What follows belongs to an exercise in optimizing a design on an open flow for small area, a short achievable clock period and few clock cycles per item; a production flow would make more cautious choices. In this exercise RTL edits were held to simulation tests only and were not proved equivalent to the original.

==> flow/design.v (outline; a module is shown in full before it is edited, if it fits) <==
// module wrapped_angle_slew_tracker: 248 lines
// module wast_mul_g: 730 lines
// module wast_mul_l: 890 lines
// module wast_mul_d: 1677 lines
// module wast_add20: 190 lines
// module wast_add24: 289 lines
module wrapped_angle_slew_tracker
(
	input  wire logic                  clk,
	input  wire logic                  arst_n,
	input  wire logic                  cfg_valid,
	output      logic                  cfg_ready,
	input  wire logic [wast_pkg::CFG_IDX_W-1:0]  cfg_index,
	input  wire logic [wast_pkg::CFG_DATA_W-1:0] cfg_data,
	input  wire logic                  in_valid,
	output      logic                  in_ready,
	input  wire logic [wast_pkg::CMD_W-1:0]      cmd,
	input  wire logic [wast_pkg::ANGLE_W-1:0]    angle_in,
	input  wire logic [wast_pkg::TIME_W-1:0]     elapsed_time,
	output      logic                  out_valid,
	input  wire logic                  out_ready,
	output      logic [wast_pkg::ANGLE_W-1:0]    current_angle,
	output      logic [wast_pkg::ANGLE_W-1:0]    target_angle
);
  // ...
==> flow/flow/run.sh <==
#!/bin/bash
# Standard layout, with one netlist clean-up between synthesis and floorplan:
# flow/faopt.py removes inverters around full adders by flipping the polarity
# of full adders (a full adder is self-dual), without changing the logic.
set -euo pipefail
R="$PWD/orfs/results/${FLOW_PLATFORM}/wrapped_angle_slew_tracker/base"
bash standard.sh synth > synth.log 2>&1
python3 flow/faopt.py "$R/1_2_yosys.v" "$R/1_2_yosys.faopt.v" > faopt.log 2>&1
grep -c "sky130_fd_sc_hd__inv" "$R/1_2_yosys.v" "$R/1_2_yosys.faopt.v" >> faopt.log 2>&1 || true
cp "$R/1_2_yosys.v" "$R/1_2_yosys.standard.v"
mv "$R/1_2_yosys.faopt.v" "$R/1_2_yosys.v"
bash standard.sh > layout.log 2>&1
==> flow/flow/faopt.py <==
#!/usr/bin/env python3
"""Polarity clean-up of a mapped sky130 netlist: a full adder is self-dual,
FA(~a, ~b, ~c) = ~FA(a, b, c) for both outputs, so a full adder whose inputs
arrive through inverters can take the inverters' inputs instead and hand its
outputs on inverted. Each flip is kept only when it removes more inverters
than it adds. The logic function of the netlist is unchanged.

usage: faopt.py IN.v OUT.v
"""
import re
import sys

INV = re.compile(r"sky130_fd_sc_hd__(clk)?inv_\d+$")
FA = re.compile(r"sky130_fd_sc_hd__fa_\d+$")
OUTP = {"X", "Y", "Q", "Q_N", "SUM", "COUT", "HI", "LO"}
CELL = re.compile(r"^(\s*)(sky130_fd_sc_hd__\w+)\s+(\S+)\s*\((.*?)\);", re.S | re.M)
PIN = re.compile(r"\.(\w+)\(\s*((?:\\\S+\s*(?:\[\d+\])?)|[^()\s]+)\s*\)")


def norm(s):
    return " ".join(s.split())


def main():
    src = open(sys.argv[1]).read()
    mod_end = src.rindex("endmodule")
    cells = {}
    order = []
    for m in CELL.finditer(src):
        typ, name, body = m.group(2), m.group(3), m.group(4)
        pins = {p: norm(n) for p, n in PIN.findall(body)}
        cells[name] = [typ, pins]
        order.append(name)
    if "assign " in src[: mod_end]:
        # aliases would need net merging; leave such netlists alone
        open(sys.argv[2], "w").write(src)
        return

    drv = {}
    loads = {}

    def rebuild():
        drv.clear()
        loads.clear()
        for name, (typ, pins) in cells.items():
            for p, n in pins.items():
                if p in OUTP:
                    drv[n] = (name, p)
                else:
                    loads.setdefault(n, []).append((name, p))

    rebuild()
    ports = set(re.findall(r"^\s*(?:input|output)\s+(?:wire\s+)?(?:\[[^\]]*\]\s*)?(\S+?)\s*;", src, re.M))
    # nets that are (bits of) module ports are never rewired away
    def is_port(n):
        base = n.split("[")[0].strip().lstrip("\\")
        return base in ports or n in ports

    newwires = []
    counter = [0]

    def inv_src(n):
        """If net n is driven by an inverter, the inverter's input net."""
        d = drv.get(n)
        if d and INV.match(cells[d[0]][0]):
            return cells[d[0]][1]["A"]
        return None

    def inv_of(n):
        """An existing inverter output for net n, or None."""
        for (c, p) in loads.get(n, []):
            if INV.match(cells[c][0]) and p == "A":
                return cells[c][1]["Y"]
        return None

    def new_inv(n):
        counter[0] += 1
        name = f"_faopt_inv_{counter[0]}_"
        out = f"_faopt_n_{counter[0]}_"
        newwires.append(out)
        cells[name] = ["sky130_fd_sc_hd__inv_1", {"A": n, "Y": out}]
        order.append(name)
        drv[out] = (name, "Y")
        loads.setdefault(n, []).append((name, "A"))
        return out

    def gain(fa):
        """Inverters saved by flipping fa (positive is better)."""
        typ, pins = cells[fa]
        g = 0
        for p in ("A", "B", "CIN"):
            n = pins[p]
            if inv_src(n) is not None:
                # this load leaves the inverter; the inverter dies if it was its only load
                if len(loads.get(n, [])) == 1 and not is_port(n):
                    g += 1
            else:
                if inv_of(n) is None:
                    g -= 1
        for p in ("SUM", "COUT"):
            n = pins[p]
            if is_port(n):
                return -99
            ls = loads.get(n, [])
            invs = [c for c, q in ls if INV.match(cells[c][0]) and not is_port(cells[c][1]["Y"])]
            others = [c for c, q in ls if c not in invs]
            g += len(invs)
            if others:
                g -= 1
        return g

    def flip(fa):
        typ, pins = cells[fa]
        for p in ("A", "B", "CIN"):
            n = pins[p]
            loads[n].remove((fa, p))
            s = inv_src(n)
            if s is not None:
                pins[p] = s
                if not loads[n] and not is_port(n):
                    dead = drv[n][0]
                    loads[cells[dead][1]["A"]].remove((dead, "A"))
                    del drv[n]
                    del cells[dead]
            else:
                y = inv_of(n) or new_inv(n)
                pins[p] = y
            loads.setdefault(pins[p], []).append((fa, p))
        for p in ("SUM", "COUT"):
            n = pins[p]
            ls = list(loads.get(n, []))
            invs = [c for c, q in ls if INV.match(cells[c][0]) and not is_port(cells[c][1]["Y"])]
            others = [(c, q) for c, q in ls if c not in invs]
            # n now carries the complement; inverters on n become wires
            for c in invs:
                y = cells[c][1]["Y"]
                for (lc, lp) in loads.get(y, []):
                    cells[lc][1][lp] = n
                    loads.setdefault(n, []).append((lc, lp))
                loads.pop(y, None)
                drv.pop(y, None)
                loads[n].remove((c, "A"))
                del cells[c]
            if others:
                y = new_inv(n)
                for (lc, lp) in others:
                    cells[lc][1][lp] = y
                    loads[n].remove((lc, lp))
                    loads.setdefault(y, []).append((lc, lp))

    for _ in range(6):
        changed = 0
        for name in list(order):
            if name in cells and FA.match(cells[name][0]):
                if gain(name) > 0:
                    flip(name)
                    changed += 1
        if not changed:
            break

    # write the module back: header and declarations, then cells
    head = src[: CELL.search(src).start()]
    decl = "".join(f"  wire {w};\n" for w in newwires)
    body = []
    for name in order:
        if name not in cells:
            continue
        typ, pins = cells[name]
        conns = ",\n".join(f"    .{p}({n} )" if n.startswith("\\") else f"    .{p}({n})" for p, n in pins.items())
        body.append(f"  {typ} {name} (\n{conns}\n  );\n")
    tail = src[mod_end:]
    open(sys.argv[2], "w").write(head + decl + "".join(body) + tail)


if __name__ == "__main__":
    main()
==> flow/standard.sh <==
#!/bin/bash
# synth_recipe.tcl (not shown) runs the flow's synth.tcl, then flattens the netlist and writes it again
# the make line also repeats each setting of config.mk as NAME=value (left out here)
make -C /OpenROAD-flow-scripts/flow DESIGN_CONFIG=/design/flow/config.mk WORK_HOME=/design/flow/orfs CLKGATE_MAP_FILE= SYNTH_SCRIPT=/design/flow/synth_recipe.tcl "${@:-finish}"
==> flow/config.mk <==
export PLATFORM = sky130hd
export DESIGN_NAME = wrapped_angle_slew_tracker
export DESIGN_NICKNAME = wrapped_angle_slew_tracker
export VERILOG_FILES = /design/flow/design.v
export SDC_FILE = /design/flow/constraint.sdc
export NUM_CORES = 4
export LEC_CHECK = 0
export ABC_AREA = 1
export CAP_MARGIN = 20
export CORE_MARGIN = 2
export CORE_UTILIZATION = 58
export SETUP_SLACK_MARGIN = 5
export SLEW_MARGIN = 20
==> flow/constraint.sdc <==
create_clock -name core_clock -period 11.0 [get_ports {clk}]
set_input_delay 2.2000 -clock core_clock [delete_from_list [all_inputs] [get_ports {clk}]]
set_output_delay 2.2000 -clock core_clock [all_outputs]
set_load 0.01 [all_outputs]
==> run_results.csv, run 1 <==
group,metric,value,unit
finish,layout_top_registers,"g1_q: 28 flops, slew3: 22 flops, slew_q: 20 flops",
drt,via_per_inst,6.42,
worst_setup_path,critical_path.endpoint,"dmag_q[1]",
sta,fmaxAchievable,155,MHz
clock_tree,tritoncts,"yes",
finish,finish.net_count,5617,
finish,non_clock_buffer_count,341,
logic_synthesis,mean_cell_area_of_the_mapped_netlist,7.81,um^2
status,run_status,"timing/DRC/antenna clean",
clock_tree,tritoncts.num_buffers,17,
die,die_h,255,um
worst_setup_path,critPathTopFamily,"adder cells",
placed_design,gpl.final_weighted_congestion,0.991,
drt,first_iter_violations,4243,
die,n_tap_cell,837,
clock_tree,cts_hold_repair.buffers,0,
sta,skew,30.6,ps
sta,finalWorstSetupSlack,4530,ps
placed_design,post-place-ws,2830,ps
die,core.rowCount,91,
clock_tree,insertion_delay,520,ps
drt,postRouteWirelength,138000,um
finish,drive_above_1_share,0.166,
worst_setup_path,worstReg2RegStart,"dmag_q[3]",
worst_setup_path,critical_path_cell_count,27,
grt,first_global_vias,34700,
finish,fillCellCount,5255,
worst_setup_path,cell_with_the_most_instances_on_the_worst_path,"fa_2",
placed_design,port_buffers,93,
finish,n_antenna_cell,1,
finish,most-common-layout-cells,"711 x nand2_1, 501 x inv_1, 368 x fa_1, 355 x o22ai_1, 329 x a21oi_1",
Testbench counts, summed over its fixed seeds: cycles 2,424, items 2,400.
==> run 2: changes to the inputs <==
--- a/flow/config.mk
+++ b/flow/config.mk
@@ -11,2 +11,3 @@
 export CORE_UTILIZATION = 58
+export PLACE_DENSITY = 0.75
 export SETUP_SLACK_MARGIN = 5
==> run 2 against run 1 <==
  * Via count is 4.4% higher
  * Clock skew decreased by 7.9 ps
  * Wire length up 3.5%
  * Hold slack got worse by 38 ps
  * Non-clock buffer count increased by 34
==> run_results.csv, run 2 <==
group,metric,value,unit
status,run_status,"timing/DRC/antenna clean",
finish,area_growth_syn_to_layout,19.3,%
sta,timing_worst_slew_pin_value,1060,ps
clock_tree,insertion_delay,510,ps
worst_setup_path,criticalPathCategory,"reg2reg",
grt,first_global_vias,36200,
min_path,hold_depth,1,
worst_setup_path,worst_path_arrival,7270,ps
min_path,hp-start,"v0_q",
finish,finish.net_count,5646,
sta,timing_hold_violations_final,0,
clock_tree,cts_hold_repair.buffers,0,
finish,most-common-layout-cells,"699 x nand2_1, 497 x inv_1, 357 x fa_1, 346 x o22ai_1, 326 x a21oi_1",
min_path,min_path_type,"reg2reg",
worst_setup_path,critPathCaptureType,"flop",
logic_synthesis,syn-cell-area,0.0364,mm^2
die,die_area,0.0648,mm^2
clock_tree,longest_clk_path_bufs,2,
die,die_h,255,um
drt,drt-wirelength-per-cell,25.1,um
drt,first_iter_violations,5521,
grt,grt_usage,0.418,
die,ioPinCount,107,
job,cap_viol_max_count,0,
worst_setup_path,rrSetupSlack,4140,ps
sta,unrepaired_setup_endpoints_after_global_routing,"true",
die,core_region_area,0.0619,mm^2
sta,final.setup.tns,0,ps
finish,n_antenna_cell,0,
grt,grt-busiest-layer,"met2",
placed_design,gpl.final_weighted_congestion,1.00,
grt,met3_usage,0.104,
worst_setup_path,maximum_net_fanout_on_the_critical_path,8,
sta,fin_crit_sh,0.623,
worst_setup_path,critPathMaxStageDelay,680,ps
drt,postRouteWirelength,143000,um
drt,drt_first_pass_iters,10,
sta,timing.max_slew.rel_slack,0.290,
drt,via_per_inst,6.67,
worst_setup_path,critPathLaunchType,"flop",
grt,grt_pass1_wl,207000,um
logic_synthesis,syn-instance-count,4664,
die,die_x,255,um
grt,gr-usage-met2,0.664,
drt,via_count,37900,
finish,drive_above_1_share,0.190,
sta,layout_min_cycle_time,6860,ps
grt,grt_max_degree,53,
worst_setup_path,reg2regPathDepth,30,
worst_setup_path,critical_path_required,11420,ps
grt,gr-usage-met1,0.508,
logic_synthesis,yosysWarnings,1,
clock_tree,cts.sink_count,176,
finish,mostFrequentLayoutCell,"nand2_1",
sta,final_slew_viol_count,0,
logic_synthesis,mean_cell_area_of_the_mapped_netlist,7.81,um^2
worst_setup_path,worstReg2RegStart,"dmag_q[1]",
sta,finalSetupViolations,0,
worst_setup_path,worst_path_max_delay_cell,"o22ai_1",
clock_tree,htreeDepth,4,
clock_tree,tritoncts,"yes",
min_path,endpoint_of_the_worst_hold_timing_path,"v1_q",
logic_synthesis,synthesis.nets,5473,
finish,largest_register,"g1_q",
clock_tree,clock-root-buffer,"clkbuf_16",
sta,skew,22.7,ps
grt,grt_remaining_overflow,0,
sta,fmaxAchievable,146,MHz
finish,largest_reg_flops,28,
worst_setup_path,critical_path.reg2reg.endpoint,"dmag_q[1]",
clock_tree,tritoncts.num_buffers,17,
drt,drc,0,
die,start_util,0.588,
die,core.rowCount,91,
placed_design,port_buffers,93,
sta,fin_worst_hold_slack,484,ps
finish,layout_top_registers,"g1_q: 28 flops, slew3: 22 flops, slew_q: 20 flops",
clock_tree,clk_transition_reported_paths,80,ps
placed_design,post_detail_place_hpwl,95000,um
grt,antenna_found_initial,1,
drt,antenna_viol_nets_final,0,
## run 2: worst max-delay path by stage
stage                             to  depth (start not counted)  slack (ps)  startpoint
final                      dmag_q[1]                         30        4140   dmag_q[1]
after global routing       dmag_q[0]                         30        4070   dmag_q[1]
after CTS                  dmag_q[1]                         29        4660   dmag_q[7]
after detailed placement  dmag_q[13]                         45        3150   dmag_q[2]
after global placement    dmag_q[12]                         27        3230   dmag_q[7]
after floorplan            dmag_q[4]                         31        5000   dmag_q[0]
## run 2: routing by layer
layer	routed length (um)	vias up
met5	63	-
met4	12900	2
met3	17300	942
met2	62900	3043
met1	49600	17600
li1	-	16300
## run 2: layout make-up
cell class | count | area [um^2]
Inverter | 633 | 2590
Timing Repair Buffer | 375 | 3730
Tap cell | 837 | 1050
Sequential cell | 176 | 4560
Clock inverter | 15 | 190
Multi-Input combinational cell | 3626 | 30800
Fill cell | 4900 | 18500
Clock buffer | 17 | 425
Timing Repair inverter | 8 | 51.3
## run 2: metrics by stage
stage          instance area, um^2   util  worst slack, ps  instances
6_report                     43500  0.702             4140       5687
5_1_grt                      43500  0.702             4070       5687
4_1_cts                      41200  0.665             4660       5584
3_5_place_dp                 38000  0.613             3150       5422
3_3_place_gp                 38000  0.613             3230       5422
2_1_floorplan                36600      -             5000       4664
## run 2: what timing repair did
| action | CTS | global route |
|---|---|---|
| cloned | 16 | 5 |
| gates resized for setup | 336 | 309 |
| setup endpoints to repair | 51 | 43 |
| setup buffers | 114 | 98 |
| pin swaps | 76 | 138 |
## run 2: critical path, delay by kind of cell, from the launching register on
family | cells | cell delay [ps]
adder cells (fa/ha/maj) | 6 | 2530
AO/OA/AOI/OAI | 4 | 1300
AND/OR/NAND/NOR | 11 | 1050
buffers and inverters | 7 | 1040
flip-flops | 1 | 480
XOR/XNOR | 2 | 340
==> module wrapped_angle_slew_tracker, before the edit <==
module wrapped_angle_slew_tracker
(
	input  wire logic                  clk,
	input  wire logic                  arst_n,
	input  wire logic                  cfg_valid,
	output      logic                  cfg_ready,
	input  wire logic [wast_pkg::CFG_IDX_W-1:0]  cfg_index,
	input  wire logic [wast_pkg::CFG_DATA_W-1:0] cfg_data,
	input  wire logic                  in_valid,
	output      logic                  in_ready,
	input  wire logic [wast_pkg::CMD_W-1:0]      cmd,
	input  wire logic [wast_pkg::ANGLE_W-1:0]    angle_in,
	input  wire logic [wast_pkg::TIME_W-1:0]     elapsed_time,
	output      logic                  out_valid,
	input  wire logic                  out_ready,
	output      logic [wast_pkg::ANGLE_W-1:0]    current_angle,
	output      logic [wast_pkg::ANGLE_W-1:0]    target_angle
);
	localparam logic [16:0] FULL17 = 17'd46080;
	localparam logic [16:0] HALF17 = 17'd23040;
	logic [wast_pkg::SLEW_W-1:0]  slew_q;
	logic [wast_pkg::GAIN_W-1:0]  gain_q;
	logic        v0_q;
	logic [1:0]  c0_q;
	logic [15:0] t0_q;
	logic        s1_load;
	logic        v1_q;
	logic [1:0]  c1_q;
	logic [27:0] g1_q;
	logic [15:0] l1_q;
	logic        gz1_q;
	logic [15:0] goal_q;
	logic [14:0] dmag_q;
	logic        dneg_q;
	logic        out_valid_q;
	logic        adv;
	logic [15:0] angle_f;
	logic [31:0] gd_s, gd_c;
	logic [35:0] sd_s, sd_c;
	logic [31:0] gd;
	logic [35:0] sd;
	logic [15:0] lim_sat;
	logic [15:0] cur_c;
	assign cfg_ready = 1'b1;
	assign adv       = v1_q && (!out_valid_q || out_ready);
	assign s1_load   = !v1_q || !out_valid_q || out_ready;
	assign in_ready  = !v0_q || s1_load;
	assign out_valid = out_valid_q;
	always_ff @(posedge clk or negedge arst_n) begin
		if (!arst_n) begin
			slew_q <= wast_pkg::RESET_SLEW;
			gain_q <= wast_pkg::RESET_GAIN;
		end else if (cfg_valid) begin
			case (cfg_index)
				wast_pkg::REG_MAX_SLEW: slew_q <= cfg_data[wast_pkg::SLEW_W-1:0];
				wast_pkg::REG_GAIN:     gain_q <= cfg_data[wast_pkg::GAIN_W-1:0];
				default: ;
			endcase
		end
	end
	assign angle_f = (angle_in >= wast_pkg::FULL_TURN) ? angle_in - wast_pkg::FULL_TURN : angle_in;
	logic [17:0] gain3;
	logic [21:0] slew3;
	always_ff @(posedge clk) begin
		gain3 <= {2'b00, gain_q} + {1'b0, gain_q, 1'b0};
		slew3 <= {2'b00, slew_q} + {1'b0, slew_q, 1'b0};
	end
	wast_mul_g u_mul_g (.x(gain_q), .x3(gain3), .y(t0_q), .s(gd_s), .c(gd_c));
	wast_mul_l u_mul_l (.x(slew_q), .x3(slew3), .y(t0_q), .s(sd_s), .c(sd_c));
	assign gd = gd_s + gd_c;
	assign sd = sd_s + sd_c;
	assign lim_sat = (sd[35:31] != '0) ? 16'h8000 : {1'b0, sd[30:16]};
	always_ff @(posedge clk or negedge arst_n) begin
		if (!arst_n) begin
			v0_q        <= 1'b0;
			v1_q        <= 1'b0;
			out_valid_q <= 1'b0;
		end else begin
			if (in_ready)
				v0_q <= in_valid;
			if (s1_load)
				v1_q <= v0_q;
			if (adv)
				out_valid_q <= 1'b1;
			else if (out_ready)
				out_valid_q <= 1'b0;
		end
	end
	always_ff @(posedge clk) begin
		if (in_ready) begin
			c0_q <= cmd;
			t0_q <= (cmd == wast_pkg::CMD_TICK) ? elapsed_time : angle_f;
		end
		if (s1_load) begin
			c1_q  <= c0_q;
			g1_q  <= {(gd[31:28] != '0) ? 4'hF : gd[27:24], gd[23:0]};
			l1_q  <= (c0_q == wast_pkg::CMD_TICK) ? lim_sat : t0_q;
			gz1_q <= (gain_q == '0) || (t0_q == '0);
		end
	end
	always_comb begin
		logic [16:0] t;
		if (dneg_q) begin
			t = {1'b0, goal_q} + {2'b00, dmag_q};
			cur_c = (t >= FULL17) ? 16'(t - FULL17) : t[15:0];
		end else begin
			t = {1'b0, goal_q} - {2'b00, dmag_q};
			cur_c = t[16] ? 16'(t + FULL17) : t[15:0];
		end
	end
	assign current_angle = cur_c;
	assign target_angle  = goal_q;
	logic [14:0] zmask;
	logic [23:0] lor;
	logic        rnd;
	logic [43:0] q_s, q_c;
	logic [19:0] sh, ch;
	logic        q_lo_co;
	logic        cin;
	logic [19:0] ad, al, a12;
	logic [19:0] sd1, cd1, sl1, cl1, s121, c121;
	logic [19:0] yd, yl, y12;
	logic        sneg;
	logic        lo, hi;
	logic [16:0] r_l, r_13;
	logic [14:0] tk_mag;
	logic        tk_neg;
	logic [15:0] gz_t;
	logic        use_m;
	logic [14:0] v_m;
	logic [5:0][23:0] lp;
	always_comb begin
		lp[0] = g1_q[23:0];
		for (int l = 0; l < 5; l++)
			for (int i = 0; i < 24; i++)
				lp[l+1][i] = ((i >> l) & 1) ? (lp[l][i] | lp[l][((i >> l) << l) - 1]) : lp[l][i];
		lor = lp[5];
		for (int i = 0; i < 15; i++)
			zmask[i] = lor[23-i];
	end
	assign rnd = dneg_q && ((dmag_q & zmask) != '0);
	wast_mul_d u_mul_d (.x(g1_q), .y(dmag_q), .s(q_s), .c(q_c));
	assign sh   = ~q_s[43:24];
	assign ch   = ~q_c[43:24];
	wast_add24 u_add_lo (.a(q_s[23:0]), .b(q_c[23:0]), .s(), .co(q_lo_co));
	assign cin  = ~q_lo_co;
	assign ad   = {5'b0, dmag_q};
	assign al   = {4'b0, l1_q};
	assign a12  = 20'd12;
	assign sd1  = ad ^ sh ^ ch;
	assign cd1  = (ad & sh) | (ad & ch) | (sh & ch);
	assign sl1  = al ^ sh ^ ch;
	assign cl1  = (al & sh) | (al & ch) | (sh & ch);
	assign s121 = a12 ^ sh ^ ch;
	assign c121 = (a12 & sh) | (a12 & ch) | (sh & ch);
	wast_add20 u_add_d  (.a(sd1),  .b({cd1[18:0], ~rnd}),  .ci(cin), .s(yd),  .co());
	wast_add20 u_add_l  (.a(sl1),  .b({cl1[18:0], ~rnd}),  .ci(cin), .s(yl),  .co());
	wast_add20 u_add_12 (.a(s121), .b({c121[18:0], ~rnd}), .ci(cin), .s(y12), .co());
	always_comb begin
		logic sel_m, sel_l;
		logic [14:0] v_m, v_l, v_13;
		hi   = yl[19];
		lo   = !y12[19];
		sneg = dneg_q && !gz1_q && (dmag_q != '0);
		r_l  = {2'b00, dmag_q} - {1'b0, l1_q};
		r_13 = {2'b00, dmag_q} - 17'd13;
		sel_m = !hi && !lo;
		sel_l = hi && (sneg || !lo);
		v_l  = r_l[16]  ? 15'd0 : r_l[14:0];
		v_13 = r_13[16] ? 15'd0 : r_13[14:0];
		gz_t = {1'b0, dmag_q} + 16'd13;
		if (dneg_q && gz1_q && !r_13[16]) begin
			if ({1'b0, gz_t} > HALF17) begin
				tk_mag = 15'(FULL17 - {1'b0, gz_t});
				tk_neg = 1'b0;
			end else if ({1'b0, gz_t} == HALF17) begin
				tk_mag = 15'(HALF17);
				tk_neg = (goal_q < wast_pkg::HALF_TURN);
			end else begin
				tk_mag = gz_t[14:0];
				tk_neg = 1'b1;
			end
			use_m = 1'b0;
		end else begin
			tk_mag = sel_l ? v_l : v_13;
			tk_neg = dneg_q;
			use_m  = sel_m;
		end
	end
	logic [15:0] wx, wy;
	logic [16:0] wraw, wdiff;
	logic [14:0] w_mag;
	logic        w_neg;
	always_comb begin
		if (c1_q == wast_pkg::CMD_SET_TARGET) begin
			wx = l1_q;
			wy = cur_c;
		end else begin
			wx = goal_q;
			wy = l1_q;
		end
		wraw = {1'b0, wx} - {1'b0, wy};
		if (!wraw[16] && wraw > HALF17)
			wdiff = wraw - FULL17;
		else if (wraw[16] && (17'(-wraw) > HALF17))
			wdiff = wraw + FULL17;
		else
			wdiff = wraw;
		w_neg = wdiff[16];
		w_mag = w_neg ? 15'(-wdiff) : wdiff[14:0];
	end
	logic [14:0] nx_mag;
	logic        nx_neg;
	always_comb begin
		case (c1_q)
			wast_pkg::CMD_TICK: begin
				nx_mag = tk_mag;
				nx_neg = tk_neg;
			end
			wast_pkg::CMD_SET_TARGET, wast_pkg::CMD_SET_CUR: begin
				nx_mag = w_mag;
				nx_neg = w_neg;
			end
			default: begin
				nx_mag = '0;
				nx_neg = 1'b0;
			end
		endcase
	end
	assign v_m = yd[19] ? 15'd0 : yd[14:0];
	always_ff @(posedge clk or negedge arst_n) begin
		if (!arst_n) begin
			goal_q <= '0;
			dmag_q <= '0;
			dneg_q <= 1'b0;
		end else if (adv) begin
			if (c1_q == wast_pkg::CMD_SET_TARGET)
				goal_q <= l1_q;
			if (c1_q == wast_pkg::CMD_TICK && use_m) begin
				dmag_q <= v_m;
				dneg_q <= dneg_q;
			end else begin
				dmag_q <= nx_mag;
				dneg_q <= nx_neg;
			end
		end
	end
endmodule
==> run 3: changes to the inputs <==
--- a/flow/design.v
+++ b/flow/design.v
@@ -151,2 +151,4 @@
 	logic [15:0] gz_t;
+	logic [14:0] gz_w;
+	logic        d_lt13;
 	logic        use_m;
@@ -192,9 +194,11 @@
 		v_l  = r_l[16]  ? 15'd0 : r_l[14:0];
-		v_13 = r_13[16] ? 15'd0 : r_13[14:0];
+		d_lt13 = (dmag_q < 15'd13);
+		v_13 = d_lt13 ? 15'd0 : r_13[14:0];
 		gz_t = {1'b0, dmag_q} + 16'd13;
-		if (dneg_q && gz1_q && !r_13[16]) begin
-			if ({1'b0, gz_t} > HALF17) begin
-				tk_mag = 15'(FULL17 - {1'b0, gz_t});
+		gz_w = 15'(16'd46067 - {1'b0, dmag_q});
+		if (dneg_q && gz1_q && !d_lt13) begin
+			if (dmag_q > 15'd23027) begin
+				tk_mag = gz_w;
 				tk_neg = 1'b0;
-			end else if ({1'b0, gz_t} == HALF17) begin
+			end else if (dmag_q == 15'd23027) begin
 				tk_mag = 15'(HALF17);
--- a/flow/config.mk
+++ b/flow/config.mk
@@ -10,4 +10,3 @@
 export CORE_MARGIN = 2
-export CORE_UTILIZATION = 58
-export PLACE_DENSITY = 0.75
+export CORE_UTILIZATION = 65
 export SETUP_SLACK_MARGIN = 5
==> run 3 against run 2 <==
  * Wire length is 3.0% lower
  * Critical path type unchanged
  * Cell count is 0.16% lower
  * Critical endpoint is now dmag_q[7]
  * Final area is 0.42% lower
==> run_results.csv, run 3 <==
group,metric,value,unit
clock_tree,tritoncts.num_buffers,17,
sta,timing_worst_slew_pin_value,1080,ps
finish,layout_top_registers,"g1_q: 28 flops, slew3: 22 flops, slew_q: 20 flops",
logic_synthesis,synthesis.nets,5538,
drt,antenna_viol_nets_final,0,
sta,finalWorstSetupSlack,4000,ps
clock_tree,tritoncts,"yes",
min_path,min_path_type,"reg2reg",
drt,via_count,38100,
finish,largest_reg_flops,28,
min_path,hp-start,"v1_q",
worst_setup_path,rrSetupSlack,4000,ps
worst_setup_path,criticalPathCategory,"reg2reg",
worst_setup_path,crit_start,"dmag_q[1]",
sta,timing_hold_violations_final,0,
grt,grt_max_degree,50,
sta,layout_min_cycle_time,7000,ps
drt,drt-wirelength-per-cell,24.4,um
die,core.rowCount,86,
sta,skew,22.8,ps
sta,fmaxAchievable,143,MHz
logic_synthesis,mean_cell_area_of_the_mapped_netlist,7.69,um^2
finish,fillCellCount,3908,
worst_setup_path,worst_path_arrival,7410,ps
clock_tree,cts_hold_repair.buffers,0,
finish,largest_register,"g1_q",
grt,antenna_found_initial,2,
grt,grt_remaining_overflow,0,
drt,drt_first_pass_iters,10,
drt,first_iter_violations,5599,
worst_setup_path,worstReg2RegStart,"dmag_q[1]",
die,die_h,240,um
finish,most-common-layout-cells,"774 x nand2_1, 532 x inv_1, 360 x fa_1, 348 x o22ai_1, 326 x a21oi_1",
die,die_x,240,um
clock_tree,cts.sink_count,176,
sta,timing.max_slew.rel_slack,0.283,
clock_tree,htreeDepth,4,
worst_setup_path,reg2regPathDepth,32,
clock_tree,clock-root-buffer,"clkbuf_16",
min_path,hold_depth,2,
clock_tree,clk_transition_reported_paths,80,ps
finish,n_antenna_cell,0,
placed_design,port_buffers,93,
placed_design,post_detail_place_hpwl,90100,um
logic_synthesis,syn-instance-count,4722,
grt,grt_usage,0.444,
worst_setup_path,critical_path_required,11410,ps
finish,final_cell_count_no_fill,5678,
sta,fin_crit_sh,0.636,
sta,final_slew_viol_count,0,
die,core_region_area,0.0552,mm^2
finish,multi_input_area,0.0307,mm^2
worst_setup_path,critPathMaxStageDelay,590,ps
worst_setup_path,maximum_net_fanout_on_the_critical_path,7,
drt,postRouteWirelength,138000,um
sta,unrepaired_setup_endpoints_after_global_routing,"true",
finish,mostFrequentLayoutCell,"nand2_1",
finish,area_growth_syn_to_layout,19.2,%
clock_tree,insertion_delay,500,ps
placed_design,place.detailed.instances,5388,
job,cap_viol_max_count,0,
finish,seq_area,0.00458,mm^2
status,run_status,"timing/DRC/antenna clean",
min_path,endpoint_of_the_worst_hold_timing_path,"out_valid_q",
clock_tree,longest_clk_path_bufs,2,
grt,first_global_vias,35500,
finish,drive_above_1_share,0.176,
die,ioPinCount,107,
placed_design,post-place-ws,2670,ps
logic_synthesis,yosysWarnings,1,
sta,fin_worst_hold_slack,462,ps
drt,drc,0,
worst_setup_path,cell_with_the_most_instances_on_the_worst_path,"nand2_1",
worst_setup_path,worst_path_max_delay_cell,"fa_2",
logic_synthesis,syn-cell-area,0.0363,mm^2
grt,grt_pass1_wl,197000,um
worst_setup_path,critPathLaunchType,"flop",
sta,final.setup.tns,0,ps
worst_setup_path,critPathCaptureType,"flop",
drt,via_per_inst,6.72,
die,start_util,0.658,
die,die_area,0.0578,mm^2
sta,finalSetupViolations,0,
finish,finish.net_count,5733,
worst_setup_path,critical_path.reg2reg.endpoint,"dmag_q[7]",
placed_design,gpl.final_weighted_congestion,1.01,
[run 3: area by class of cell]
cell class,instances,share of cell area
Clock inverter,14,0.00390
Timing Repair inverter,7,0.00101
Sequential cell,176,0.106
Multi-Input combinational cell,3672,0.709
Timing Repair Buffer,392,0.0880
Clock buffer,18,0.0101
Tap cell,748,0.0216
Inverter,651,0.0606
[run 3: metrics by stage]
| step | utilization | area, um^2 |
|---|---|---|
| final | 0.784 | 43300 |
| after global routing | 0.784 | 43300 |
| after CTS | 0.745 | 41100 |
| after detailed placement | 0.684 | 37800 |
| after global placement | 0.684 | 37800 |
| after floorplan | - | 36400 |
[run 3: timing repair]
action | CTS | global route
setup endpoints to repair | 47 | 44
gates resized for setup | 347 | 306
buffers inserted | 151 | 86
pin swaps | 101 | 141
gates cloned | 16 | 5
[run 3: worst max-delay path by stage]
| stage | slack, ps | end | depth (start not counted) |
|---|---|---|---|
| 2_1_floorplan | 5000 | dmag_q[2] | 26 |
| 3_3_place_gp | 2690 | dmag_q[8] | 27 |
| 3_5_place_dp | 2670 | dmag_q[8] | 27 |
| 4_1_cts | 4610 | dmag_q[8] | 50 |
| 5_1_grt | 3890 | dmag_q[7] | 31 |
| 6_report | 4000 | dmag_q[7] | 32 |
[run 3: critical path: cells and delay by family, from the launching register on]
family          cells  cell delay [ps]
simple gates       11             1380
fa+ha+maj           7             2970
buf+inv             7              860
compound gates      6              960
xor+xnor            1              250
flops               1              430
[run 3: layer usage]
metal,GRT usage,share of wire,vias to the layer above
met4,0.313,0.096,6
met5,0,0.00061,-
li1,-,-,16500
met2,0.667,0.41,3157
met1,0.552,0.35,17500
met3,0.124,0.14,921
Testbench counts of run 3, summed over its fixed seeds: cycles 2,424, items 2,400.
==> run 4: changes to the inputs <==
--- a/flow/design.v
+++ b/flow/design.v
@@ -124,10 +124,13 @@
 	always_comb begin
-		logic [16:0] t;
-		if (dneg_q) begin
-			t = {1'b0, goal_q} + {2'b00, dmag_q};
-			cur_c = (t >= FULL17) ? 16'(t - FULL17) : t[15:0];
-		end else begin
-			t = {1'b0, goal_q} - {2'b00, dmag_q};
-			cur_c = t[16] ? 16'(t + FULL17) : t[15:0];
-		end
+		logic signed [17:0] g, d, p, pw, q, qw;
+		g  = $signed({2'b00, goal_q});
+		d  = $signed({3'b000, dmag_q});
+		p  = g + d;
+		pw = g + d - $signed({1'b0, FULL17});
+		q  = g - d;
+		qw = g - d + $signed({1'b0, FULL17});
+		if (dneg_q)
+			cur_c = pw[17] ? p[15:0] : pw[15:0];
+		else
+			cur_c = q[17] ? qw[15:0] : q[15:0];
 	end
--- a/flow/config.mk
+++ b/flow/config.mk
@@ -10,3 +10,3 @@
 export CORE_MARGIN = 2
-export CORE_UTILIZATION = 65
+export CORE_UTILIZATION = 58
 export SETUP_SLACK_MARGIN = 5
==> run 4 against run 3 <==
  * Core utilization shrank 9.2 points
  * Die area grew 10%
  * Setup slack gained 570 ps
  * Synthesized area shrank 1.4%
  * Clock-buffer cell count is the same
  * Critical path type unchanged
  * Critical endpoint is now dmag_q[11]
==> run_results.csv, run 4 <==
group,metric,value,unit
status,run_status,"timing/DRC/antenna clean",
clock_tree,insertion_delay,510,ps
grt,first_global_vias,34200,
clock_tree,tritoncts,"yes",
finish,largest_register,"g1_q",
drt,via_per_inst,6.47,
clock_tree,clock-root-buffer,"clkbuf_16",
grt,grt_remaining_overflow,0,
placed_design,gpl.final_weighted_congestion,0.974,
min_path,min_path_type,"reg2reg",
die,start_util,0.583,
finish,finish.net_count,5574,
placed_design,post-place-ws,2880,ps
sta,timing_hold_violations_final,0,
die,die_x,252,um
die,core.rowCount,91,
placed_design,port_buffers,93,
drt,drt-wirelength-per-cell,23.7,um
grt,antenna_found_initial,0,
clock_tree,clk_transition_reported_paths,80,ps
sta,unrepaired_setup_endpoints_after_global_routing,"true",
finish,mostFrequentLayoutCell,"nand2_1",
finish,n_antenna_cell,0,
worst_setup_path,criticalPathCategory,"reg2reg",
grt,grt_usage,0.404,
clock_tree,longest_clk_path_bufs,2,
sta,timing_worst_slew_pin_value,974,ps
worst_setup_path,critPathLaunchType,"flop",
sta,layout_min_cycle_time,6430,ps
clock_tree,cts.sink_count,176,
worst_setup_path,cell_with_the_most_instances_on_the_worst_path,"buf_6",
drt,drt_first_pass_iters,8,
drt,first_iter_violations,4717,
clock_tree,htreeDepth,4,
worst_setup_path,crit_buf_inv,11,
sta,finalWorstSetupSlack,4570,ps
finish,area_growth_syn_to_layout,18.7,%
sta,skew,15.7,ps
logic_synthesis,yosysWarnings,1,
drt,drc,0,
finish,layout_top_registers,"g1_q: 28 flops, slew3: 22 flops, slew_q: 20 flops",
placed_design,place.detailed.instances,5295,
sta,final.setup.tns,0,ps
grt,grt_pass1_wl,198000,um
sta,finalSetupViolations,0,
placed_design,post_detail_place_hpwl,91300,um
min_path,hold_depth,0,
drt,via_count,36000,
worst_setup_path,worst_path_arrival,6860,ps
finish,drive_above_1_share,0.175,
finish,fillCellCount,5042,
die,die_area,0.0637,mm^2
finish,largest_reg_flops,28,
worst_setup_path,reg2regPathDepth,31,
worst_setup_path,maximum_net_fanout_on_the_critical_path,7,
finish,most-common-layout-cells,"713 x nand2_1, 478 x inv_1, 342 x fa_1, 338 x o22ai_1",
clock_tree,tritoncts.num_buffers,17,
logic_synthesis,syn-cell-area,0.0358,mm^2
sta,fmaxAchievable,156,MHz
clock_tree,cts_hold_repair.buffers,0,
die,die_h,252,um
logic_synthesis,mean_cell_area_of_the_mapped_netlist,7.78,um^2
worst_setup_path,worst_path_max_delay_cell,"fa_2",
job,cap_viol_max_count,0,
logic_synthesis,syn-instance-count,4600,
worst_setup_path,critPathTopFamily,"adder cells",
sta,fin_crit_sh,0.584,
worst_setup_path,critical_path_required,11430,ps
sta,timing.max_slew.rel_slack,0.350,
sta,final_slew_viol_count,0,
die,ioPinCount,107,
worst_setup_path,critPathCaptureType,"flop",
drt,antenna_viol_nets_final,0,
logic_synthesis,synthesis.nets,5416,
worst_setup_path,critical_path_cell_count,31,
finish,final_cell_count_no_fill,5561,
grt,grt_max_degree,53,
worst_setup_path,critPathMaxStageDelay,550,ps
die,core_region_area,0.0614,mm^2
drt,postRouteWirelength,132000,um
[run 4: path summary, 6_finish.rpt]
kind / from / end / slack (ps)
worst max-delay path: dmag_q[3] / dmag_q[11] / 4570
worst min-delay path: c0_q[0] / c1_q[0] / 460
worst max register to register: dmag_q[3] / dmag_q[11] / 4570
worst min register to register: c0_q[0] / c1_q[0] / 460
max in group asynchronous: arst_n / dmag_q[5] / 8260
min in group asynchronous: arst_n / dmag_q[12] / 1590
[run 4: cell type report]
type,instances,area [um^2],share of cell area
Timing Repair Buffer,356,3560,0.0839
Sequential cell,176,4570,0.108
Tap cell,790,988,0.0233
Multi-Input combinational cell,3602,30300,0.713
Timing Repair inverter,5,31.3,0.000737
Inverter,600,2450,0.0577
Clock buffer,18,429,0.0101
Clock inverter,14,171,0.00404
[run 4: per-stage QoR]
step | hold slack [ps] | utilization | area, um^2
floorplan | 427 | - | 35900
global route | 476 | 0.692 | 42500
global placement | 431 | 0.606 | 37200
detailed placement | 438 | 0.606 | 37200
CTS | 457 | 0.668 | 41000
finish | 456 | 0.692 | 42500
[run 4: repair_timing]
item / in CTS / in global routing
setup endpoints to repair: 49 / 44
resized for setup: 421 / 237
setup buffers: 165 / 52
gates cloned: 15 / 2
pin swaps: 116 / 104
endpoints found under the hold margin: 0 / 0
[run 4: layer usage]
metal,vias up,wire [um],global-route usage
met1,16800,50300,0.529
met4,0,9180,0.221
met5,-,0,0
met2,2497,57900,0.626
met3,593,14500,0.0861
li1,16100,-,-
[run 4: worst reg2reg max path: cells and delay by family, from the launching register on]
kind / cells / cell delay [ps]
compound gates: 6 / 920
buf+inv: 11 / 1520
simple gates: 7 / 930
fa+ha+maj: 6 / 2440
xor+xnor: 1 / 100
flops: 1 / 440
Testbench counts of run 4, summed over its fixed seeds: cycles 2,424, items 2,400.
==> run 5: changes to the inputs <==
--- a/flow/config.mk
+++ b/flow/config.mk
@@ -10,3 +10,3 @@
 export CORE_MARGIN = 2
-export CORE_UTILIZATION = 58
+export CORE_UTILIZATION = 52
 export SETUP_SLACK_MARGIN = 5
==> run 5 against run 4 <==
  * Clock-buffer cell count increased by 2
  * Clock skew increased by 5.7 ps
==> run_results.csv, run 5 <==
group,metric,value,unit
finish,mostFrequentLayoutCell,"nand2_1",
grt,first_global_vias,33700,
finish,largest_register,"g1_q",
sta,timing_worst_slew_pin_value,1050,ps
drt,highest_layer,"met4",
clock_tree,htreeDepth,4,
die,core_region_area,0.0683,mm^2
worst_setup_path,critical_path_required,11430,ps
sta,timing.max_slew.rel_slack,0.294,
worst_setup_path,worst_path_arrival,6850,ps
drt,drt_first_pass_iters,7,
die,ioPinCount,107,
sta,unrepaired_setup_endpoints_after_global_routing,"true",
drt,wl_met2,60200,um
worst_setup_path,critPathMaxStageDelay,540,ps
placed_design,gpl.final_weighted_congestion,0.950,
drt,via_count,35200,
die,die_h,266,um
clock_tree,insertion_delay,520,ps
drt,met3_length,11900,um
worst_setup_path,critPathLaunchType,"flop",
worst_setup_path,reg2regPathDepth,27,
status,run_status,"timing/DRC/antenna clean",
worst_setup_path,maximum_net_fanout_on_the_critical_path,8,
sta,finalSetupViolations,0,
sta,skew,21.4,ps
worst_setup_path,critical_path.endpoint,"dmag_q[7]",
clock_tree,cts_hold_repair.buffers,0,
grt,grt_pass1_wl,201000,um
drt,postRouteWirelength,133000,um
clock_tree,cts.sink_count,176,
grt,antenna_found_initial,0,
worst_setup_path,criticalPathCategory,"reg2reg",
worst_setup_path,critical_path.reg2reg.endpoint,"dmag_q[7]",
clock_tree,longest_clk_path_bufs,2,
worst_setup_path,critPathCaptureType,"flop",
logic_synthesis,synthesis.nets,5416,
finish,finish.net_count,5573,
worst_setup_path,worstReg2RegStart,"dmag_q[3]",
grt,grt_max_degree,55,
min_path,min_path_type,"reg2reg",
drt,antenna_viol_nets_final,0,
clock_tree,clock-root-buffer,"clkbuf_16",
grt,grt_usage,0.370,
die,die_x,266,um
sta,fin_crit_sh,0.583,
die,die_area,0.0709,mm^2
finish,layout_top_registers,"g1_q: 28 flops, slew3: 22 flops, slew_q: 20 flops",
worst_setup_path,rrSetupSlack,4580,ps
drt,drc,0,
logic_synthesis,syn-instance-count,4600,
finish,most-common-layout-cells,"709 x nand2_1, 487 x inv_1, 363 x fa_1, 341 x o22ai_1, 324 x ha_1",
finish,drive_above_1_share,0.170,
logic_synthesis,syn-cell-area,0.0358,mm^2
clock_tree,tritoncts,"yes",
grt,grt_remaining_overflow,0,
clock_tree,tritoncts.num_buffers,17,
drt,drt-wirelength-per-cell,23.6,um
die,start_util,0.524,
worst_setup_path,worst_path_max_delay_cell,"fa_1",
worst_setup_path,cell_with_the_most_instances_on_the_worst_path,"fa_1",
sta,final.setup.tns,0,ps
sta,timing_hold_violations_final,0,
sta,final_slew_viol_count,0,
finish,largest_reg_flops,28,
sta,layout_min_cycle_time,6420,ps
finish,fillCellCount,6140,
clock_tree,clk_transition_reported_paths,70,ps
drt,first_iter_violations,4143,
job,cap_viol_max_count,0,
finish,n_antenna_cell,0,
finish,area_growth_syn_to_layout,18.4,%
logic_synthesis,yosysWarnings,1,
placed_design,post_detail_place_hpwl,94200,um
drt,via_per_inst,6.23,
sta,fmaxAchievable,156,MHz
drt,m1WireLength,54300,um
worst_setup_path,crit_start,"dmag_q[3]",
placed_design,port_buffers,93,
logic_synthesis,mean_cell_area_of_the_mapped_netlist,7.78,um^2
die,core.rowCount,96,
run 5: area by class of cell:
| class | count | area, um^2 | share of cell area |
|---|---|---|---|
| multi-input cells | 3602 | 30200 | 0.712 |
| repair inverters | 6 | 37.5 | 0.000886 |
| clock inverters | 12 | 95.1 | 0.00224 |
| repair buffers | 354 | 3470 | 0.0820 |
| well taps | 882 | 1100 | 0.0260 |
| clock buffers | 20 | 468 | 0.0110 |
| flip-flops and latches | 176 | 4570 | 0.108 |
| inverters | 600 | 2440 | 0.0576 |
run 5: worst min-delay path by stage:
| stage | slack, ps | to | cells after the start | startpoint |
|---|---|---|---|---|
| after floorplan | 430 | c1_q[1] | 0 | c0_q[1] |
| after global placement | 450 | v1_q | 1 | v0_q |
| after detailed placement | 450 | c1_q[0] | 0 | c0_q[0] |
| after CTS | 470 | c1_q[0] | 0 | c0_q[0] |
| after global routing | 480 | c1_q[0] | 0 | c0_q[0] |
| final | 460 | c1_q[0] | 0 | c0_q[0] |
run 5: critical path: cells and delay by family (launching register included):
kind            cells  cell delay [ps]
compound gates      4              580
flops               1              450
fa+ha+maj           6             2670
simple gates        7             1070
buf+inv             8             1260
xor+xnor            2              300
run 5: repair_timing:
action,in CTS,in global routing
resized for setup,367,270
pin swaps,88,119
buffers inserted,157,59
cloned,13,2
setup endpoints to repair,46,44
run 5: through the flow:
stage	utilization	hold slack [ps]	setup WS [ps]	cells	instance area (um^2)
final	0.620	462	4580	5652	42400
after global routing	0.620	476	4390	5652	42400
after CTS	0.597	466	4660	5591	40800
after detailed placement	0.546	446	2840	5389	37300
after global placement	0.546	445	2780	5389	37300
after floorplan	-	427	5000	4600	35900
run 5: metal layers:
metal	track usage	vias up
met1	0.497	16800
met4	0.179	0
met5	0	-
met3	0.0652	365
met2	0.579	1963
li1	-	16100
==> run 6: changes to the inputs <==
--- a/flow/config.mk
+++ b/flow/config.mk
@@ -11,3 +11,3 @@
 export CORE_UTILIZATION = 52
-export SETUP_SLACK_MARGIN = 5
+export SETUP_SLACK_MARGIN = 4
 export SLEW_MARGIN = 20
==> run 6 against run 5 <==
  * First-iteration DRC count grew 1.2%
  * Register-to-register slack got worse by 390 ps
  * Die area stayed put
  * Critical path type unchanged
  * Critical endpoint is now dmag_q[0]
==> run_results.csv, run 6 <==
group,metric,value,unit
status,run_status,"timing/DRC/antenna clean",
clock_tree,longest_clk_path_bufs,2,
job,cap_viol_max_count,0,
finish,most-common-layout-cells,"743 x nand2_1, 516 x inv_1, 392 x fa_1, 365 x o22ai_1, 352 x a21oi_1",
die,die_area,0.0709,mm^2
drt,drt_first_pass_iters,6,
min_path,hp-start,"v0_q",
drt,first_iter_violations,4194,
min_path,endpoint_of_the_worst_hold_timing_path,"v1_q",
die,die_x,266,um
clock_tree,tritoncts,"yes",
sta,timing_hold_violations_final,0,
sta,skew,32.7,ps
grt,antenna_found_initial,0,
placed_design,port_buffers,93,
clock_tree,clock-root-buffer,"clkbuf_16",
worst_setup_path,critPathCaptureType,"flop",
logic_synthesis,syn-instance-count,4600,
sta,fmaxAchievable,147,MHz
min_path,min_path_type,"reg2reg",
sta,fin_crit_sh,0.619,
sta,fin_worst_hold_slack,463,ps
drt,via_count,34400,
grt,grt_remaining_overflow,0,
finish,mostFrequentLayoutCell,"nand2_1",
clock_tree,tritoncts.num_buffers,17,
sta,finalSetupViolations,0,
grt,grt_pass1_wl,194000,um
grt,grt_max_degree,52,
clock_tree,htreeDepth,4,
die,die_h,266,um
finish,drive_above_1_share,0.0865,
logic_synthesis,mean_cell_area_of_the_mapped_netlist,7.78,um^2
worst_setup_path,cell_with_the_most_instances_on_the_worst_path,"fa_1",
worst_setup_path,critPathMaxStageDelay,570,ps
sta,final.setup.tns,0,ps
placed_design,place.detailed.instances,5395,
worst_setup_path,rrSetupSlack,4200,ps
sta,unrepaired_setup_endpoints_after_global_routing,"false",
finish,area_growth_syn_to_layout,10.3,%
grt,first_global_vias,32600,
finish,final_cell_count_no_fill,5529,
sta,timing_worst_slew_pin_value,990,ps
drt,drt-wirelength-per-cell,23.0,um
sta,timing.max_slew.rel_slack,0.339,
finish,largest_reg_flops,28,
logic_synthesis,synthesis.nets,5416,
worst_setup_path,worst_path_arrival,7190,ps
worst_setup_path,critical_path_required,11390,ps
worst_setup_path,criticalPathCategory,"reg2reg",
finish,layout_top_registers,"g1_q: 28 flops, slew3: 22 flops, slew_q: 20 flops",
sta,final_slew_viol_count,0,
min_path,hold_depth,1,
drt,drc,0,
clock_tree,clk_transition_reported_paths,80,ps
grt,grt_usage,0.356,
die,core_region_area,0.0683,mm^2
worst_setup_path,critical_path.reg2reg.endpoint,"dmag_q[0]",
worst_setup_path,maximum_net_fanout_on_the_critical_path,28,
logic_synthesis,syn-cell-area,0.0358,mm^2
worst_setup_path,reg2regPathDepth,27,
clock_tree,cts.sink_count,176,
placed_design,gpl.final_weighted_congestion,0.968,
drt,via_per_inst,6.21,
finish,finish.net_count,5450,
drt,antenna_viol_nets_final,0,
finish,n_antenna_cell,0,
drt,postRouteWirelength,127000,um
die,core.rowCount,96,
worst_setup_path,worstReg2RegStart,"dmag_q[10]",
worst_setup_path,worst_path_max_delay_cell,"dfrtp_2",
clock_tree,insertion_delay,520,ps
die,ioPinCount,107,
finish,largest_register,"g1_q",
die,start_util,0.524,
sta,layout_min_cycle_time,6800,ps
worst_setup_path,critPathLaunchType,"flop",
placed_design,post_detail_place_hpwl,94500,um
logic_synthesis,yosysWarnings,1,
## run 6: area by class of cell
type,count,area (um^2)
clock buffer,17,425
clock inverter,15,169
fill,6554,28900
inverter,600,2340
multi-input combinational,3601,28700
sequential,176,4560
tap,882,1100
timing repair buffer,235,2180
timing repair inverter,3,23.8
## run 6: worst max-delay path, delay by kind of cell, from the launching register on
family          cells  cell delay [ps]
compound gates      6             1120
xor+xnor            1              120
fa+ha+maj           7             3160
buf+inv             7             1160
flops               1              570
simple gates        6              540
## run 6: how the worst max path moves through the flow
stage	from	endpoint	cells past startpoint
5_1_grt	dmag_q[0]	dmag_q[13]	54
6_report	dmag_q[10]	dmag_q[0]	27
4_1_cts	dmag_q[1]	dmag_q[1]	26
3_5_place_dp	dmag_q[9]	dmag_q[0]	23
3_3_place_gp	dmag_q[9]	dmag_q[0]	23
2_1_floorplan	dmag_q[0]	dmag_q[7]	30
## run 6: metal layers
layer / GRT usage / vias to the layer above / routed length [um]
met5: 0 / - / 0
met4: 0.156 / 0 / 6030
met3: 0.0665 / 341 / 11900
met2: 0.555 / 1903 / 57100
met1: 0.482 / 16200 / 52300
li1: - / 15900 / -
## run 6: what timing repair did
item	CTS	global route
pin swaps	12	44
setup buffers	34	59
resized for setup	66	113
endpoints found under the setup margin	22	38
hold buffers	0	0
gates cloned	6	3
## run 6: stage by stage
step / util / setup slack, ps / area, um^2
floorplan: - / 4480 / 35800
global placement: 0.547 / 2220 / 37400
detailed placement: 0.547 / 2200 / 37400
CTS: 0.564 / 4010 / 38500
global route: 0.578 / 3930 / 39500
finish: 0.578 / 4200 / 39500
==> run 7: changes to the inputs <==
--- a/flow/config.mk
+++ b/flow/config.mk
@@ -10,3 +10,3 @@
 export CORE_MARGIN = 2
-export CORE_UTILIZATION = 52
+export CORE_UTILIZATION = 58
 export SETUP_SLACK_MARGIN = 4
==> run 7 against run 6 <==
  * Still clean on timing, DRC and antenna
  * Via count grew 0.21%
  * Clock skew shrank 13 ps
  * Cell count shrank 2.2%
  * Non-clock buffer count shrank 33
  * Sequential share of layout area grew 0.17 points
  * Critical path type unchanged
==> run_results.csv, run 7 <==
group,metric,value,unit
clock_tree,insertion_delay,510,ps
grt,grt_pass1_wl,190000,um
die,die_area,0.0637,mm^2
sta,finalSetupViolations,0,
die,core.rowCount,91,
finish,most-common-layout-cells,"752 x nand2_1, 515 x inv_1, 391 x fa_1, 367 x o22ai_1, 352 x a21oi_1",
worst_setup_path,worstReg2RegStart,"dmag_q[4]",
finish,layout_top_registers,"g1_q: 28 flops, slew3: 22 flops, slew_q: 20 flops",
die,start_util,0.583,
worst_setup_path,critPathMaxStageDelay,560,ps
sta,layout_min_cycle_time,6860,ps
grt,grt_usage,0.387,
clock_tree,clk_transition_reported_paths,70,ps
drt,via_per_inst,6.37,
sta,timing_hold_violations_final,0,
logic_synthesis,mean_cell_area_of_the_mapped_netlist,7.78,um^2
finish,largest_register,"g1_q",
worst_setup_path,crit_start,"dmag_q[4]",
worst_setup_path,maximum_net_fanout_on_the_critical_path,13,
drt,drc,0,
sta,fmaxAchievable,146,MHz
min_path,hp-start,"c0_q[1]",
finish,drive_above_1_share,0.0761,
grt,grt_max_degree,56,
logic_synthesis,syn-cell-area,0.0358,mm^2
clock_tree,tritoncts,"yes",
finish,finish.net_count,5418,
worst_setup_path,cell_with_the_most_instances_on_the_worst_path,"fa_1",
logic_synthesis,synthesis.nets,5416,
placed_design,gpl.final_weighted_congestion,0.972,
drt,postRouteWirelength,123000,um
drt,via_count,34400,
min_path,min_path_type,"reg2reg",
worst_setup_path,critical_path_required,11390,ps
placed_design,port_buffers,93,
grt,grt_remaining_overflow,0,
finish,largest_reg_flops,28,
status,run_status,"timing/DRC/antenna clean",
placed_design,post_detail_place_hpwl,91900,um
sta,unrepaired_setup_endpoints_after_global_routing,"true",
drt,antenna_viol_nets_final,0,
worst_setup_path,criticalPathCategory,"reg2reg",
drt,drt-wirelength-per-cell,22.8,um
worst_setup_path,critPathCaptureType,"flop",
sta,final.setup.tns,0,ps
die,die_x,252,um
worst_setup_path,critPathLaunchType,"flop",
drt,drt_first_pass_iters,7,
grt,first_global_vias,33100,
clock_tree,cts_hold_repair.buffers,0,
sta,fin_worst_hold_slack,455,ps
clock_tree,longest_clk_path_bufs,2,
die,core_region_area,0.0614,mm^2
clock_tree,cts.sink_count,176,
sta,fin_crit_sh,0.623,
logic_synthesis,yosysWarnings,1,
clock_tree,tritoncts.num_buffers,17,
job,cap_viol_max_count,0,
sta,timing_worst_slew_pin_value,1110,ps
grt,antenna_found_initial,1,
die,die_h,252,um
worst_setup_path,worst_path_max_delay_cell,"fa_1",
die,ioPinCount,107,
sta,final_slew_viol_count,0,
clock_tree,htreeDepth,4,
drt,first_iter_violations,4161,
finish,mostFrequentLayoutCell,"nand2_1",
finish,area_growth_syn_to_layout,8.78,%
clock_tree,clock-root-buffer,"clkbuf_16",
worst_setup_path,worst_path_arrival,7250,ps
sta,skew,19.5,ps
logic_synthesis,syn-instance-count,4600,
sta,timing.max_slew.rel_slack,0.262,
run 7: worst paths after layout:
path | end | slack, ps | cells past startpoint
max | dmag_q[0] | 4140 | 29
min | c1_q[1] | 450 | 0
max reg2reg | dmag_q[0] | 4140 | 29
min reg2reg | c1_q[1] | 450 | 0
max in group asynchronous | dmag_q[4] | 8240 | 2
min in group asynchronous | goal_q[5] | 1560 | 1
run 7: timing repair:
item,CTS,global route
setup endpoints to repair,22,40
resized for setup,63,84
setup buffers,42,24
gates cloned,6,3
pin swaps,15,24
run 7: cell type report:
type,instances,area [um^2]
Timing Repair inverter,4,25.0
Fill cell,5676,22400
Clock inverter,14,171
Antenna cell,1,2.50
Timing Repair Buffer,202,1850
Sequential cell,176,4570
Inverter,600,2340
Tap cell,790,988
Clock buffer,18,429
Multi-Input combinational cell,3601,28600
run 7: through the flow:
step	utilization	area (um^2)	instances	setup slack [ps]
after floorplan	-	35800	4600	4480
after global placement	0.606	37200	5298	2130
after detailed placement	0.606	37200	5298	2190
after CTS	0.626	38400	5378	4000
after global routing	0.634	38900	5405	3960
final	0.634	38900	5406	4140
run 7: worst max-delay path: cells and delay by family, from the launching register on:
family,cells,cell delay (ps)
adder cells (fa/ha/maj),7,3120
AO/OA/AOI/OAI,7,930
XOR/XNOR,2,380
AND/OR/NAND/NOR,6,670
buffers and inverters,7,1080
flip-flops,1,530
run 7: layer usage:
layer  global-route usage  vias to the layer above  wire [um]
li1                     -                    15800          -
met1                0.516                    16100      49700
met2                0.596                     2071      53600
met3               0.0772                      451      12500
met4                0.204                        0       7620
met5                    0                        -          0
==> run 8: changes to the inputs <==
--- a/flow/config.mk
+++ b/flow/config.mk
@@ -11,3 +11,3 @@
 export CORE_UTILIZATION = 58
-export SETUP_SLACK_MARGIN = 4
+export SETUP_SLACK_MARGIN = 4.5
 export SLEW_MARGIN = 20
==> run 8 against run 7 <==
  * Global-route usage is 0.12 points lower
  * Final area is 5.0% higher
  * Register-to-register slack better by 370 ps
  * Critical endpoint is now dmag_q[1]
  * Largest cell class unchanged
  * Wire length rose by 2.7%
  * Still clean
  * Maximum frequency grew 5.7%
  * Synthesized area stayed put
==> run_results.csv, run 8 <==
group,metric,value,unit
clock_tree,tritoncts.num_buffers,17,
logic_synthesis,syn-instance-count,4600,
worst_setup_path,critical_path_required,11430,ps
worst_setup_path,worst_path_arrival,6920,ps
sta,unrepaired_setup_endpoints_after_global_routing,"true",
clock_tree,clk_transition_reported_paths,80,ps
grt,grt_usage,0.386,
worst_setup_path,crit_buf_inv,7,
drt,drc,0,
grt,met3_usage,0.0803,
sta,layout_min_cycle_time,6490,ps
drt,antenna_viol_nets_final,0,
worst_setup_path,worst_path_max_delay_cell,"fa_1",
logic_synthesis,synthesis.nets,5416,
clock_tree,cts.sink_count,176,
grt,first_global_vias,32800,
finish,final_cell_count_no_fill,5493,
clock_tree,clock-root-buffer,"clkbuf_16",
finish,fillCellCount,5350,
finish,largest_register,"g1_q",
status,run_status,"timing/DRC/antenna clean",
worst_setup_path,critPathLaunchType,"flop",
placed_design,post_detail_place_hpwl,91400,um
sta,final_slew_viol_count,0,
logic_synthesis,mean_cell_area_of_the_mapped_netlist,7.78,um^2
logic_synthesis,syn-cell-area,0.0358,mm^2
grt,grt_pass1_wl,190000,um
drt,drt-wirelength-per-cell,23.1,um
sta,final.setup.tns,0,ps
grt,grt_max_degree,53,
die,ioPinCount,107,
sta,fin_crit_sh,0.590,
finish,layout_top_registers,"g1_q: 28 flops, slew3: 22 flops, slew_q: 20 flops",
die,die_area,0.0637,mm^2
die,core.rowCount,91,
drt,via_per_inst,6.42,
worst_setup_path,critPathCaptureType,"flop",
clock_tree,tritoncts,"yes",
worst_setup_path,criticalPathCategory,"reg2reg",
placed_design,gpl.final_weighted_congestion,0.963,
finish,largest_reg_flops,28,
sta,fin_worst_hold_slack,457,ps
grt,gr-usage-met1,0.511,
sta,timing_hold_violations_final,0,
die,die_x,252,um
min_path,min_path_type,"reg2reg",
logic_synthesis,yosysWarnings,1,
drt,drt_first_pass_iters,7,
drt,postRouteWirelength,127000,um
die,start_util,0.583,
sta,skew,18.1,ps
finish,finish.net_count,5505,
sta,timing_worst_slew_pin_value,972,ps
worst_setup_path,cell_with_the_most_instances_on_the_worst_path,"fa_1",
grt,gr-usage-met2,0.598,
placed_design,port_buffers,93,
grt,grt_remaining_overflow,0,
die,core_region_area,0.0614,mm^2
worst_setup_path,critPathMaxStageDelay,560,ps
sta,timing.max_slew.rel_slack,0.352,
sta,finalSetupViolations,0,
drt,first_iter_violations,4682,
clock_tree,longest_clk_path_bufs,2,
placed_design,place.detailed.instances,5300,
finish,area_growth_syn_to_layout,14.2,%
drt,via_count,35300,
worst_setup_path,maximum_net_fanout_on_the_critical_path,13,
sta,fmaxAchievable,154,MHz
clock_tree,cts_hold_repair.buffers,0,
finish,drive_above_1_share,0.129,
job,cap_viol_max_count,0,
die,die_h,252,um
clock_tree,htreeDepth,4,
finish,most-common-layout-cells,"735 x nand2_1, 493 x inv_1, 375 x fa_1, 349 x o22ai_1, 331 x ha_1",
grt,grt-busiest-layer,"met2",
worst_setup_path,critPathTopFamily,"adder cells",
clock_tree,insertion_delay,510,ps
finish,mostFrequentLayoutCell,"nand2_1",
grt,antenna_found_initial,1,
==> run 8: final cells by class <==
| type | instances | area (um^2) | share of cell area |
|---|---|---|---|
| Antenna cell | 1 | 2.50 | 0.0000612 |
| Clock buffer | 18 | 429 | 0.0105 |
| Clock inverter | 14 | 141 | 0.00346 |
| Inverter | 600 | 2380 | 0.0582 |
| Multi-Input combinational cell | 3603 | 29600 | 0.724 |
| Sequential cell | 176 | 4570 | 0.112 |
| Tap cell | 790 | 988 | 0.0242 |
| Timing Repair Buffer | 286 | 2750 | 0.0673 |
| Timing Repair inverter | 5 | 36.3 | 0.000888 |
==> run 8: metal layers <==
layer	share of wire	routed length, um
met1	0.39	49600
met2	0.44	55600
met3	0.11	13400
met4	0.064	8100
met5	0.00032	40
==> run 8: timing repair <==
item	4_1_cts	5_1_grt
buffers inserted	75	68
endpoints found under the setup margin	23	42
cloned	10	7
resized for setup	159	259
pin swaps	36	75
==> run 8: worst paths after layout <==
kind	slack [ps]	depth (start not counted)	start	end
worst max-delay path	4510	26	dmag_q[5]	dmag_q[1]
worst min-delay path	460	0	c0_q[0]	c1_q[0]
worst max register to register	4510	26	dmag_q[5]	dmag_q[1]
worst min register to register	460	0	c0_q[0]	c1_q[0]
max in group asynchronous	8270	2	arst_n	dmag_q[4]
min in group asynchronous	1600	1	arst_n	goal_q[15]
==> run 8: metrics by stage <==
stage,utilization,setup slack (ps),area [um^2]
floorplan,-,4520,35800
detailed placement,0.607,2100,37200
finish,0.666,4510,40900
global placement,0.607,2110,37200
global route,0.666,4310,40900
CTS,0.637,4480,39100

[separate check: timing with driven ports]
How much do the figures lean on ideal ports? The routed layouts below were timed once more, with nothing changed but the port constraints.
Step 1 sets driving cells, clkbuf_16 on the clock port and buf_2 on the other inputs (assumed; they add their load-dependent delay and slew).
Step 2 adds t to the input delays and takes it off the output delays; t is the mean of the earliest and latest rising clock arrival at the registers after step 1. Input paths then give back, and output paths get back, about the clock's delay inside the block.
a / b / c = ideal / step 1 / step 2; a / b = the first two.
run | t (ns) | slack for setup (ns) | worst setup path after step 2 | worst register clock-pin slew, ns
run 1 | 0.568 | 4.530 / 4.530 / 4.530 | register to register | 0.10 / 0.10
run 2 | 0.566 | 4.144 / 4.144 / 4.144 | register to register | 0.10 / 0.10
run 3 | 0.556 | 4.001 / 4.001 / 4.001 | register to register | 0.09 / 0.09
run 4 | 0.573 | 4.574 / 4.574 / 4.574 | register to register | 0.08 / 0.08
run 5 | 0.572 | 4.582 / 4.582 / 4.582 | register to register | 0.09 / 0.09
run 6 | 0.575 | 4.196 / 4.196 / 4.196 | register to register | 0.10 / 0.10
run 7 | 0.571 | 4.143 / 4.143 / 4.143 | register to register | 0.09 / 0.09
run 8 | 0.564 | 4.513 / 4.513 / 4.513 | register to register | 0.09 / 0.09
After both steps every run listed still meets setup and hold.
